Source: an optimization exercise on an open RTL-to-GDS flow (aim: small area and few clock cycles). Production flows keep margins and buffers that such runs may drop.
The RTL was checked by simulation tests, not by an equivalence proof against the original design.

==> flow/design.v <==
module data_memory_param #(
  parameter int DATA_WIDTH = 32,
  parameter int ADDR_WIDTH = 7
) (
  input  logic                    clock,
  input  logic                    reset,
  input  logic                    mem_read,
  input  logic                    mem_write,
  input  logic [ADDR_WIDTH-1:0]   address,
  input  logic [DATA_WIDTH-1:0]   write_data,
  input  logic [DATA_WIDTH/8-1:0] byte_en,
  output logic [DATA_WIDTH-1:0]   read_data,
  output logic                    read_valid,
  output logic                    ready,
  output logic                    access_err,
  output logic                    parity_err
);
  localparam int NB    = DATA_WIDTH / 8;
  localparam int LG    = 3;                    
  localparam int NL    = 1 << LG;              
  localparam int RW    = ADDR_WIDTH - LG;      
  localparam int NR    = 1 << RW;              
  localparam int NE    = 6;                    
  localparam int DEPTH = NR * NL;
  logic [DEPTH*DATA_WIDTH-1:0] st;
  logic [LG-1:0]         phase_q;      
  logic                  init_q;       
  logic [LG-1:0]         icnt_q;
  logic                  ready_q;
  logic                  rd_q;
  logic                  read_valid_q;
  logic                  access_err_q;
  logic [DATA_WIDTH-1:0] read_data_q;
  logic [NE-1:0]         ev_q;                   
  logic [ADDR_WIDTH-1:0] ea_q [NE];              
  logic [NB-1:0]         eb_q [NE];              
  logic [DATA_WIDTH-1:0] ed_q [NE];              
  logic [NE-1:0]         grant_q;                
  logic [LG-1:0]         snext_q;                
  logic rd_acc, wr_acc, wr_eff;
  assign rd_acc = ready_q & mem_read & ~mem_write;
  assign wr_acc = ready_q & mem_write;
  assign wr_eff = wr_acc & (|byte_en);
  logic [RW-1:0]         bring;
  logic [NB-1:0]         bbe;
  logic [DATA_WIDTH-1:0] bdata;
  always_comb begin
    bring = '0;
    bbe   = '0;
    bdata = '0;
    for (int e = 0; e < NE; e++) begin
      bring = bring | ({RW{grant_q[e]}} & ea_q[e][ADDR_WIDTH-1:LG]);
      bbe   = bbe   | ({NB{grant_q[e]}} & eb_q[e]);
      bdata = bdata | ({DATA_WIDTH{grant_q[e]}} & ed_q[e]);
    end
  end
  logic [NB-1:0]         ins_en [NR];
  logic [DATA_WIDTH-1:0] ins_data;
  always_comb begin
    for (int r = 0; r < NR; r++)
      for (int b = 0; b < NB; b++)
        ins_en[r][b] = ((bring == RW'(r)) & bbe[b]) | init_q;
    ins_data = bdata & {DATA_WIDTH{~init_q}};
  end
  always_ff @(posedge clock) begin
    for (int r = 0; r < NR; r++) begin
      for (int p = 1; p < NL; p++)
        st[(r*NL + p)*DATA_WIDTH +: DATA_WIDTH] <= st[(r*NL + p - 1)*DATA_WIDTH +: DATA_WIDTH];
      for (int b = 0; b < NB; b++)
        st[(r*NL)*DATA_WIDTH + 8*b +: 8] <= ins_en[r][b] ? ins_data[8*b +: 8]
                                                         : st[(r*NL + NL - 1)*DATA_WIDTH + 8*b +: 8];
    end
  end
  logic [NE-1:0] hit;      
  logic [NE-1:0] alloc;
  always_comb begin
    logic found;
    for (int e = 0; e < NE; e++)
      hit[e] = ev_q[e] & ~grant_q[e] & (ea_q[e] == address);
    alloc = '0;
    found = |hit;
    for (int e = 0; e < NE; e++) begin
      if (!found && (!ev_q[e] || grant_q[e])) begin
        alloc[e] = 1'b1;
        found    = 1'b1;
      end
    end
  end
  logic [NE-1:0]         ev_d;
  logic [NB-1:0]         eb_m [NE];    
  always_comb begin
    for (int e = 0; e < NE; e++) begin
      ev_d[e] = (ev_q[e] & ~grant_q[e]) | (wr_eff & alloc[e]);
      eb_m[e] = eb_q[e] | ({NB{wr_eff & hit[e]}} & byte_en);
    end
  end
  always_ff @(posedge clock) begin
    for (int e = 0; e < NE; e++) begin
      if (wr_eff && alloc[e]) begin
        ea_q[e] <= address;
        eb_q[e] <= byte_en;
      end else if (wr_eff && hit[e]) begin
        eb_q[e] <= eb_m[e];
      end
      for (int b = 0; b < NB; b++)
        if (wr_eff && (alloc[e] || hit[e]) && byte_en[b])
          ed_q[e][8*b +: 8] <= write_data[8*b +: 8];
    end
  end
  logic [NE-1:0] grant_d;
  always_comb begin
    logic found;
    found   = 1'b0;
    grant_d = '0;
    for (int e = 0; e < NE; e++) begin
      if (!found && ev_q[e] && !grant_q[e] && ea_q[e][LG-1:0] == snext_q) begin
        grant_d[e] = 1'b1;
        found      = 1'b1;
      end
    end
  end
  logic [NE-1:0]         fm_q;      
  logic [NB-1:0]         fb_q;      
  logic [NR-1:0]         rring_q;
  logic [NL-1:0]         rpos_q;
  logic [LG-1:0]         rpos_n;
  logic [DEPTH-1:0]      rsel;
  assign rpos_n = address[LG-1:0] + phase_q + LG'(1);
  always_ff @(posedge clock) begin
    for (int r = 0; r < NR; r++) rring_q[r] <= (address[ADDR_WIDTH-1:LG] == RW'(r));
    for (int p = 0; p < NL; p++) rpos_q[p]  <= (rpos_n == LG'(p));
    for (int e = 0; e < NE; e++)
      fm_q[e] <= ev_q[e] & ~grant_q[e] & (ea_q[e] == address);
    fb_q <= '0;
    for (int e = 0; e < NE; e++)
      if (ev_q[e] && !grant_q[e] && ea_q[e] == address) fb_q <= eb_q[e];
  end
  always_comb begin
    for (int r = 0; r < NR; r++)
      for (int p = 0; p < NL; p++)
        rsel[r*NL + p] = rring_q[r] & rpos_q[p];
  end
  localparam int NG = (DEPTH + 2) / 3;           
  logic [DATA_WIDTH-1:0] rword, rdata;
  for (genvar k = 0; k < DATA_WIDTH; k++) begin : g_bit
    logic [NG-1:0] l1_n;
    logic [10:0]   l2;
    logic [3:0]    l3_n;
    for (genvar g = 0; g < NG; g++) begin : g_l1
      if (3*g + 2 < DEPTH) begin : g_3
        dmem_aoi222 u (
          .a1(rsel[3*g]),     .b1(st[(3*g)*DATA_WIDTH + k]),
          .a2(rsel[3*g + 1]), .b2(st[(3*g + 1)*DATA_WIDTH + k]),
          .a3(rsel[3*g + 2]), .b3(st[(3*g + 2)*DATA_WIDTH + k]),
          .y (l1_n[g])
        );
      end else begin : g_2
        dmem_aoi22 u (
          .a1(rsel[3*g]),     .b1(st[(3*g)*DATA_WIDTH + k]),
          .a2(rsel[3*g + 1]), .b2(st[(3*g + 1)*DATA_WIDTH + k]),
          .y (l1_n[g])
        );
      end
    end
    for (genvar g = 0; g < 10; g++) begin : g_l2
      dmem_nand4 u (.a(l1_n[4*g]), .b(l1_n[4*g + 1]), .c(l1_n[4*g + 2]), .d(l1_n[4*g + 3]), .y(l2[g]));
    end
    dmem_nand3 u_l2_last (.a(l1_n[40]), .b(l1_n[41]), .c(l1_n[42]), .y(l2[10]));
    for (genvar g = 0; g < 3; g++) begin : g_l3
      dmem_nor3 u (.a(l2[3*g]), .b(l2[3*g + 1]), .c(l2[3*g + 2]), .y(l3_n[g]));
    end
    dmem_nor2 u_l3_last (.a(l2[9]), .b(l2[10]), .y(l3_n[3]));
    dmem_nand4 u_l4 (.a(l3_n[0]), .b(l3_n[1]), .c(l3_n[2]), .d(l3_n[3]), .y(rword[k]));
  end
  always_comb begin
    logic [DATA_WIDTH-1:0] fd;
    fd = '0;
    for (int e = 0; e < NE; e++)
      fd = fd | ({DATA_WIDTH{fm_q[e]}} & ed_q[e]);
    for (int b = 0; b < NB; b++)
      rdata[8*b +: 8] = fb_q[b] ? fd[8*b +: 8] : rword[8*b +: 8];
  end
  logic room_next;
  assign room_next = |(~ev_d | grant_d);
  always_ff @(posedge clock or posedge reset) begin
    if (reset) begin
      phase_q      <= '0;
      init_q       <= 1'b1;
      icnt_q       <= '0;
      ready_q      <= 1'b0;
      rd_q         <= 1'b0;
      read_valid_q <= 1'b0;
      access_err_q <= 1'b0;
      ev_q         <= '0;
      grant_q      <= '0;
      snext_q      <= ~LG'(1);
    end else begin
      phase_q      <= phase_q + LG'(1);
      icnt_q       <= icnt_q + LG'(init_q);
      if (init_q && icnt_q == '1) init_q <= 1'b0;
      ready_q      <= (init_q ? (icnt_q == '1) : 1'b1) & room_next;
      rd_q         <= rd_acc;
      read_valid_q <= rd_q;
      access_err_q <= (mem_read | mem_write) & (~ready_q | (mem_read & mem_write));
      ev_q         <= ev_d;
      grant_q      <= grant_d;
      snext_q      <= ~(phase_q + LG'(2));
    end
  end
  always_ff @(posedge clock) begin
    read_data_q <= rdata;
  end
  assign read_data  = read_data_q;
  assign read_valid = read_valid_q;
  assign ready      = ready_q;
  assign access_err = access_err_q;
  assign parity_err = 1'b0;
endmodule
module dmem_aoi222 (
  input  logic a1, b1, a2, b2, a3, b3,
  output logic y
);
  assign y = ~((a1 & b1) | (a2 & b2) | (a3 & b3));
endmodule
module dmem_aoi22 (
  input  logic a1, b1, a2, b2,
  output logic y
);
  assign y = ~((a1 & b1) | (a2 & b2));
endmodule
module dmem_nand4 (
  input  logic a, b, c, d,
  output logic y
);
  assign y = ~(a & b & c & d);
endmodule
module dmem_nand3 (
  input  logic a, b, c,
  output logic y
);
  assign y = ~(a & b & c);
endmodule
module dmem_nor3 (
  input  logic a, b, c,
  output logic y
);
  assign y = ~(a | b | c);
endmodule
module dmem_nor2 (
  input  logic a, b,
  output logic y
);
  assign y = ~(a | b);
endmodule
clock: 3.2 ns
lec_check: 0
cap_margin: 20
core_margin: 2
core_utilization: 40
cts_buf_list: sky130_fd_sc_hd__clkbuf_8
cts_cluster_diameter: 55
cts_cluster_size: 16
setup_slack_margin: 0.15
slew_margin: 20
synth_hierarchical: 1
synth_minimum_keep_size: 0
standard.sh (not shown) runs the stock make flow with config.mk's settings and CLKGATE_MAP_FILE= SYNTH_SCRIPT=/design/flow/synth_recipe.tcl, a recipe that flattens the netlist after the stock synthesis.
==> flow/flow/run.sh <==
#!/bin/bash
# The standard layout (standard.sh), except that clock tree synthesis is
# told not to add dummy load cells. The other CTS arguments are the ones the
# standard flow derives from config.mk (cluster size 16, diameter 55 um,
# clkbuf_8 buffers). ORFS writes each step's log under orfs/logs; make's own
# output goes to standard.log.
set -e
export CTS_ARGS="-sink_clustering_enable -repair_clock_nets -sink_clustering_size 16 -sink_clustering_max_diameter 55 -buf_list sky130_fd_sc_hd__clkbuf_8 -dont_use_dummy_load"
bash standard.sh > standard.log 2>&1
The baseline finished with timing, DRC and antenna clean.
Testbench counts at the start, summed over its fixed seeds: cycles 16,082.
==> next run, changes <==
--- a/flow/design.v
+++ b/flow/design.v
@@ -172,13 +172,18 @@
     dmem_nor2 u_l3_last (.a(l2[9]), .b(l2[10]), .y(l3_n[3]));
     dmem_nand4 u_l4 (.a(l3_n[0]), .b(l3_n[1]), .c(l3_n[2]), .d(l3_n[3]), .y(rword[k]));
   end
-  always_comb begin
-    logic [DATA_WIDTH-1:0] fd;
-    fd = '0;
-    for (int e = 0; e < NE; e++)
-      fd = fd | ({DATA_WIDTH{fm_q[e]}} & ed_q[e]);
-    for (int b = 0; b < NB; b++)
-      rdata[8*b +: 8] = fb_q[b] ? fd[8*b +: 8] : rword[8*b +: 8];
+  logic [DATA_WIDTH-1:0] fwd, keep;
+  always_comb begin
+    fwd = '0;
+    for (int e = 0; e < NE; e++)
+      fwd = fwd | ({DATA_WIDTH{fm_q[e]}} & ed_q[e]);
+    for (int b = 0; b < NB; b++) begin
+      keep[8*b +: 8] = {8{~fb_q[b]}};
+      fwd[8*b +: 8]  = fwd[8*b +: 8] & {8{fb_q[b]}};
+    end
+  end
+  for (genvar k = 0; k < DATA_WIDTH; k++) begin : g_merge
+    dmem_a21o u (.a1(rword[k]), .a2(keep[k]), .b1(fwd[k]), .x(rdata[k]));
   end
   logic room_next;
   assign room_next = |(~ev_d | grant_d);
@@ -246,6 +251,12 @@
 );
   assign y = ~(a | b | c);
 endmodule
+module dmem_a21o (
+  input  logic a1, a2, b1,
+  output logic x
+);
+  assign x = (a1 & a2) | b1;
+endmodule
 module dmem_nor2 (
   input  logic a, b,
   output logic y
What happened: Sequential share of layout area fell by 0.59 points. Synthesized cell count stays flat. Cell area is higher by 0.89%. Setup slack degrades by 0.034 ns. Die area is about the same.
Testbench counts after the change, summed over its fixed seeds: cycles 16,082.

-- afterwards: timing with drivers on the ports --
Ports are ideal in the flow. The routed layouts listed here were re-timed in OpenROAD.
Step 1: set_driving_cell puts a clkbuf_16 on clock and a buf_2 on each other input, an assumption about the parent block.
Step 2 times the ports against the registers' clock, not the clock port: input delays grow and output delays shrink by t, the midpoint of the rising clock arrivals with the driver on.
Slacks: ideal ports / drivers / drivers and shift; pairs: ideal ports / drivers.
run	t, ns	setup WS [ns]	hold slack, ns
the first run	1.080	0.154 / 0.154 / -0.565	0.262 / 0.220 / 0.262
the second run	1.071	0.119 / 0.119 / -0.447	0.255 / 0.192 / 0.255
With both steps, setup timing fails in the first run and the second run, where it was met with ideal ports. The setup slack of the first run, which loses most, moves by 0.000 ns with the drivers and by -0.719 ns with both steps.
